From an optimization exercise on the open Yosys and OpenROAD flow, aimed at small area, a short achievable clock period and few clock cycles per item; shortcuts taken in it are not production practice.
The RTL was checked by simulation tests, not by an equivalence proof against the original design.

==> inputs of harbor <==
==> flow/design.v (excerpt) <==
module pearson_correlation (
    input  logic               i_clk,
    input  logic               i_rst_n,
    input  logic               push,
    output logic               full,
    input  logic [15:0]        i_sample_x,
    input  logic [15:0]        i_sample_y,
    input  logic               i_last,
    output logic               empty,
    input  logic               pop,
    output logic signed [31:0] o_correlation,
    output logic               o_degenerate
);
    function automatic logic [33:0] sq17(input logic [16:0] v);
        logic [33:0] s;
        s = '0;
        for (int i = 0; i < 17; i++) begin
            s = s + ({33'b0, v[i]} << (2 * i));
            for (int j = i + 1; j < 17; j++) begin
                s = s + ({33'b0, v[i] & v[j]} << (i + j + 1));
            end
        end
        sq17 = s;
    endfunction
    logic        r_iv, r_il;
    logic        r_ig;         
    logic [15:0] r_ix, r_iy;   
    logic [16:0] r_iz;
    logic [5:0]  r_cnt;
    logic [20:0] r_sx, r_sy;
    logic [36:0] r_sxx, r_syy;
    logic [38:0] r_szz;
    logic        r_hv;
    logic [5:0]  r_hn;
    logic [20:0] r_hsx, r_hsy;
    logic [36:0] r_hsxx, r_hsyy;
  ...
make LEC_CHECK=0 CAP_MARGIN=20 CORE_MARGIN=2 CORE_UTILIZATION=55 CTS_BUF_LIST=sky130_fd_sc_hd__clkbuf_8 SETUP_SLACK_MARGIN=5 SLEW_MARGIN=20 finish   # period 12.0 ns
run.sh (not shown) runs the stock make flow with config.mk's settings and CLKGATE_MAP_FILE= SYNTH_SCRIPT=/design/flow/synth_recipe.tcl, a recipe that flattens the netlist after the stock synthesis.
==> delta: changes against harbor <==
--- a/flow/design.v
+++ b/flow/design.v
@@ -234,32 +234,30 @@
     logic        r_mdeg;
     logic [40:0] r_a;
     logic [5:0]  r_one, r_two, r_neg;    
     logic        r_clr, r_ret;
     logic        w_dtake;      
     logic        w_mstart;
-    logic [4:0]  w_fs;         
     logic        w_run;        
     logic [40:0] w_a;
     logic [10:0] w_b;
     logic        w_bsg;        
     logic        w_neg;
     logic        w_clr, w_ret;
     logic [11:0] w_bs, w_bn;
     logic [12:0] w_bx;
-    assign w_mstart = r_hv && (!r_mb || w_dtake);
-    assign w_fs     = w_mstart ? 5'd0 : r_ms;
+    assign w_mstart = r_hv && (!r_mb || (r_mw && w_dtake));
     assign w_run    = r_mb && !r_mw && (r_ms != 5'd0);
     always_comb begin
         w_a   = '0;
         w_b   = '0;
         w_bsg = 1'b0;
         w_neg = 1'b0;
         w_clr = 1'b0;
         w_ret = 1'b1;
-        case (w_fs)
+        case (r_ms)
             5'd0:  begin w_a = 41'(r_hsxx); w_b = 11'(r_hn); w_clr = 1'b1; w_ret = 1'b0; end
             5'd1:  begin w_a = 41'(r_hsx); w_b = r_hsx[10:0]; w_neg = 1'b1; end
             5'd2:  begin w_a = 41'(r_hsx); w_b = 11'(r_hsx[20:11]); w_neg = 1'b1; end
             5'd3:  begin w_a = 41'(r_hsyy); w_b = 11'(r_hn); w_clr = 1'b1; w_ret = 1'b0; end
             5'd4:  begin w_a = 41'(r_hsy); w_b = r_hsy[10:0]; w_neg = 1'b1; end
             5'd5:  begin w_a = 41'(r_hsy); w_b = 11'(r_hsy[20:11]); w_neg = 1'b1; end
@@ -327,18 +325,17 @@
             end else if (r_hrel) begin
                 r_hv <= 1'b0;
             end
             if (w_mstart) begin
                 r_mb <= 1'b1;
                 r_mw <= 1'b0;
-                r_ms <= 5'd1;
+                r_ms <= 5'd0;
             end else if (r_mb && !r_mw) begin
                 r_ms <= r_ms + 5'd1;
                 if (r_ms == 5'd17) begin
-                    r_mb <= !w_dtake;
-                    r_mw <= !w_dtake;
+                    r_mw <= 1'b1;
                 end
             end else if (r_mw && w_dtake) begin
                 r_mb <= 1'b0;
                 r_mw <= 1'b0;
             end
         end
@@ -371,25 +368,21 @@
         end
     end
     logic        r_dsel;       
     logic        r_osel;       
     logic [1:0]  w_free, w_rv, w_sg, w_dg, w_tk, w_dn;
     logic [31:0] w_q [2];
-    logic        w_mlast;
-    logic [79:0] w_m;
-    assign w_mlast = r_mb && !r_mw && (r_ms == 5'd17);
-    assign w_dtake = (r_mw || w_mlast) && w_free[r_dsel];
-    assign w_m     = r_mw ? {r_h[46:11], r_l} : {w_t[46:0], r_l[43:11]};
+    assign w_dtake = r_mw && w_free[r_dsel];
     for (genvar u = 0; u < 2; u++) begin : g_unit
         assign w_tk[u] = w_dtake && (r_dsel == u);
         assign w_dn[u] = pop && w_rv[u] && (r_osel == u);
         pc_unit u_div (
             .i_clk   (i_clk),
             .i_rst_n (i_rst_n),
             .i_take  (w_tk[u]),
-            .i_m     (w_m),
+            .i_m     ({r_h[46:11], r_l}),
             .i_p     ({r_vy, r_vx}),
             .i_sgn   (r_c[40]),
             .i_deg   (r_mdeg),
             .o_free  (w_free[u]),
             .o_rv    (w_rv[u]),
             .i_done  (w_dn[u]),
- CTS_BUF_LIST: sky130_fd_sc_hd__clkbuf_8 -> default
- SETUP_SLACK_MARGIN: 5 -> 3.5
==> xenon: changes against harbor <==
--- a/flow/design.v
+++ b/flow/design.v
@@ -234,32 +234,30 @@
     logic        r_mdeg;
     logic [40:0] r_a;
     logic [5:0]  r_one, r_two, r_neg;    
     logic        r_clr, r_ret;
     logic        w_dtake;      
     logic        w_mstart;
-    logic [4:0]  w_fs;         
     logic        w_run;        
     logic [40:0] w_a;
     logic [10:0] w_b;
     logic        w_bsg;        
     logic        w_neg;
     logic        w_clr, w_ret;
     logic [11:0] w_bs, w_bn;
     logic [12:0] w_bx;
-    assign w_mstart = r_hv && (!r_mb || w_dtake);
-    assign w_fs     = w_mstart ? 5'd0 : r_ms;
+    assign w_mstart = r_hv && (!r_mb || (r_mw && w_dtake));
     assign w_run    = r_mb && !r_mw && (r_ms != 5'd0);
     always_comb begin
         w_a   = '0;
         w_b   = '0;
         w_bsg = 1'b0;
         w_neg = 1'b0;
         w_clr = 1'b0;
         w_ret = 1'b1;
-        case (w_fs)
+        case (r_ms)
             5'd0:  begin w_a = 41'(r_hsxx); w_b = 11'(r_hn); w_clr = 1'b1; w_ret = 1'b0; end
             5'd1:  begin w_a = 41'(r_hsx); w_b = r_hsx[10:0]; w_neg = 1'b1; end
             5'd2:  begin w_a = 41'(r_hsx); w_b = 11'(r_hsx[20:11]); w_neg = 1'b1; end
             5'd3:  begin w_a = 41'(r_hsyy); w_b = 11'(r_hn); w_clr = 1'b1; w_ret = 1'b0; end
             5'd4:  begin w_a = 41'(r_hsy); w_b = r_hsy[10:0]; w_neg = 1'b1; end
             5'd5:  begin w_a = 41'(r_hsy); w_b = 11'(r_hsy[20:11]); w_neg = 1'b1; end
@@ -327,18 +325,17 @@
             end else if (r_hrel) begin
                 r_hv <= 1'b0;
             end
             if (w_mstart) begin
                 r_mb <= 1'b1;
                 r_mw <= 1'b0;
-                r_ms <= 5'd1;
+                r_ms <= 5'd0;
             end else if (r_mb && !r_mw) begin
                 r_ms <= r_ms + 5'd1;
                 if (r_ms == 5'd17) begin
-                    r_mb <= !w_dtake;
-                    r_mw <= !w_dtake;
+                    r_mw <= 1'b1;
                 end
             end else if (r_mw && w_dtake) begin
                 r_mb <= 1'b0;
                 r_mw <= 1'b0;
             end
         end
@@ -371,25 +368,21 @@
         end
     end
     logic        r_dsel;       
     logic        r_osel;       
     logic [1:0]  w_free, w_rv, w_sg, w_dg, w_tk, w_dn;
     logic [31:0] w_q [2];
-    logic        w_mlast;
-    logic [79:0] w_m;
-    assign w_mlast = r_mb && !r_mw && (r_ms == 5'd17);
-    assign w_dtake = (r_mw || w_mlast) && w_free[r_dsel];
-    assign w_m     = r_mw ? {r_h[46:11], r_l} : {w_t[46:0], r_l[43:11]};
+    assign w_dtake = r_mw && w_free[r_dsel];
     for (genvar u = 0; u < 2; u++) begin : g_unit
         assign w_tk[u] = w_dtake && (r_dsel == u);
         assign w_dn[u] = pop && w_rv[u] && (r_osel == u);
         pc_unit u_div (
             .i_clk   (i_clk),
             .i_rst_n (i_rst_n),
             .i_take  (w_tk[u]),
-            .i_m     (w_m),
+            .i_m     ({r_h[46:11], r_l}),
             .i_p     ({r_vy, r_vx}),
             .i_sgn   (r_c[40]),
             .i_deg   (r_mdeg),
             .o_free  (w_free[u]),
             .o_rv    (w_rv[u]),
             .i_done  (w_dn[u]),
- ABC_CLOCK_PERIOD_IN_PS: default -> 7500
- CORE_UTILIZATION: 55 -> 60
==> results.txt <==
M1 wire length: harbor 141,000 um; delta 138,000 um; xenon 131,000 um
Synthesis-to-layout area growth: harbor 16.5%; delta 8.39%; xenon 16.0%
Non-clock buffer total of the final layout: harbor 496; delta 200; xenon 470
Number of standard cells after synthesis: harbor 9,990; delta 10,200; xenon 10,200
Average via count per standard cell: harbor 6.13; delta 6.08; xenon 6.24
Pin slew with the least headroom to its limit: harbor 1330 ps; delta 1170 ps; xenon 1230 ps
Wire length of the first global-routing pass: harbor 521,000 um; delta 497,000 um; xenon 518,000 um
Total length of routed met3 wires: harbor 29,500 um; delta 26,200 um; xenon 33,200 um
Hold Slack: harbor 298 ps; delta 326 ps; xenon 330 ps
Delay of the slowest critical-path stage: harbor 520 ps; delta 540 ps; xenon 540 ps
Status: harbor complete, no violations; delta complete, no violations; xenon complete, no violations
Storage element area: harbor 35,400 um2; delta 35,300 um2; xenon 35,400 um2
Length of routed met2 wiring: harbor 161,000 um; delta 150,000 um; xenon 164,000 um
Share of the clock period used by the worst path after layout: harbor 0.651; delta 0.685; xenon 0.640
Clock slew at reported path FFs: harbor 70 ps; delta 60 ps; xenon 70 ps
Yosys top cell area share: harbor 0.254; delta 0.254; xenon 0.254
Hold EP: harbor g_unit[0].u_div.r_lag$_DFF_P_; delta g_unit[1].u_div.r_lag$_DFF_P_; xenon g_unit[1].u_div.r_lag$_DFF_P_
Slew margin rel.: harbor 0.105; delta 0.219; xenon 0.179
Top achievable clock speed: harbor 0.128 GHz; delta 0.122 GHz; xenon 0.130 GHz
Detailed Route Iter0 Violations: harbor 7,769; delta 7,669; xenon 8,481
Testbench counts of harbor, summed over its fixed seeds: cycles 6,783, vectors 320.
Testbench counts of delta, summed over its fixed seeds: cycles 7,021, vectors 320.
Testbench counts of xenon, summed over its fixed seeds: cycles 7,021, vectors 320.

-- re-timing with driven ports --
The results above use ideal ports. As a check the final layouts listed here were re-extracted and re-timed, cells and wires unchanged.
Step 1 assumes that a clkbuf_16 drives the clock port and a buf_2 every other input.
Step 2 times the ports against the registers' clock, not the clock port: input delays grow and output delays shrink by t, the midpoint of the rising clock arrivals with the driver on.
a / b / c = ideal ports / drivers / drivers and shift; a / b = the first two.
run	shift t [ns]	setup WS [ns]	hold WS [ns]
harbor	1.154	4.187 / 4.187 / 4.187	0.298 / 0.298 / 0.298
delta	0.914	3.777 / 3.777 / 3.777	0.326 / 0.326 / 0.326
xenon	1.111	4.326 / 4.326 / 4.326	0.330 / 0.330 / 0.330
After both steps setup and hold are still met in every run listed.
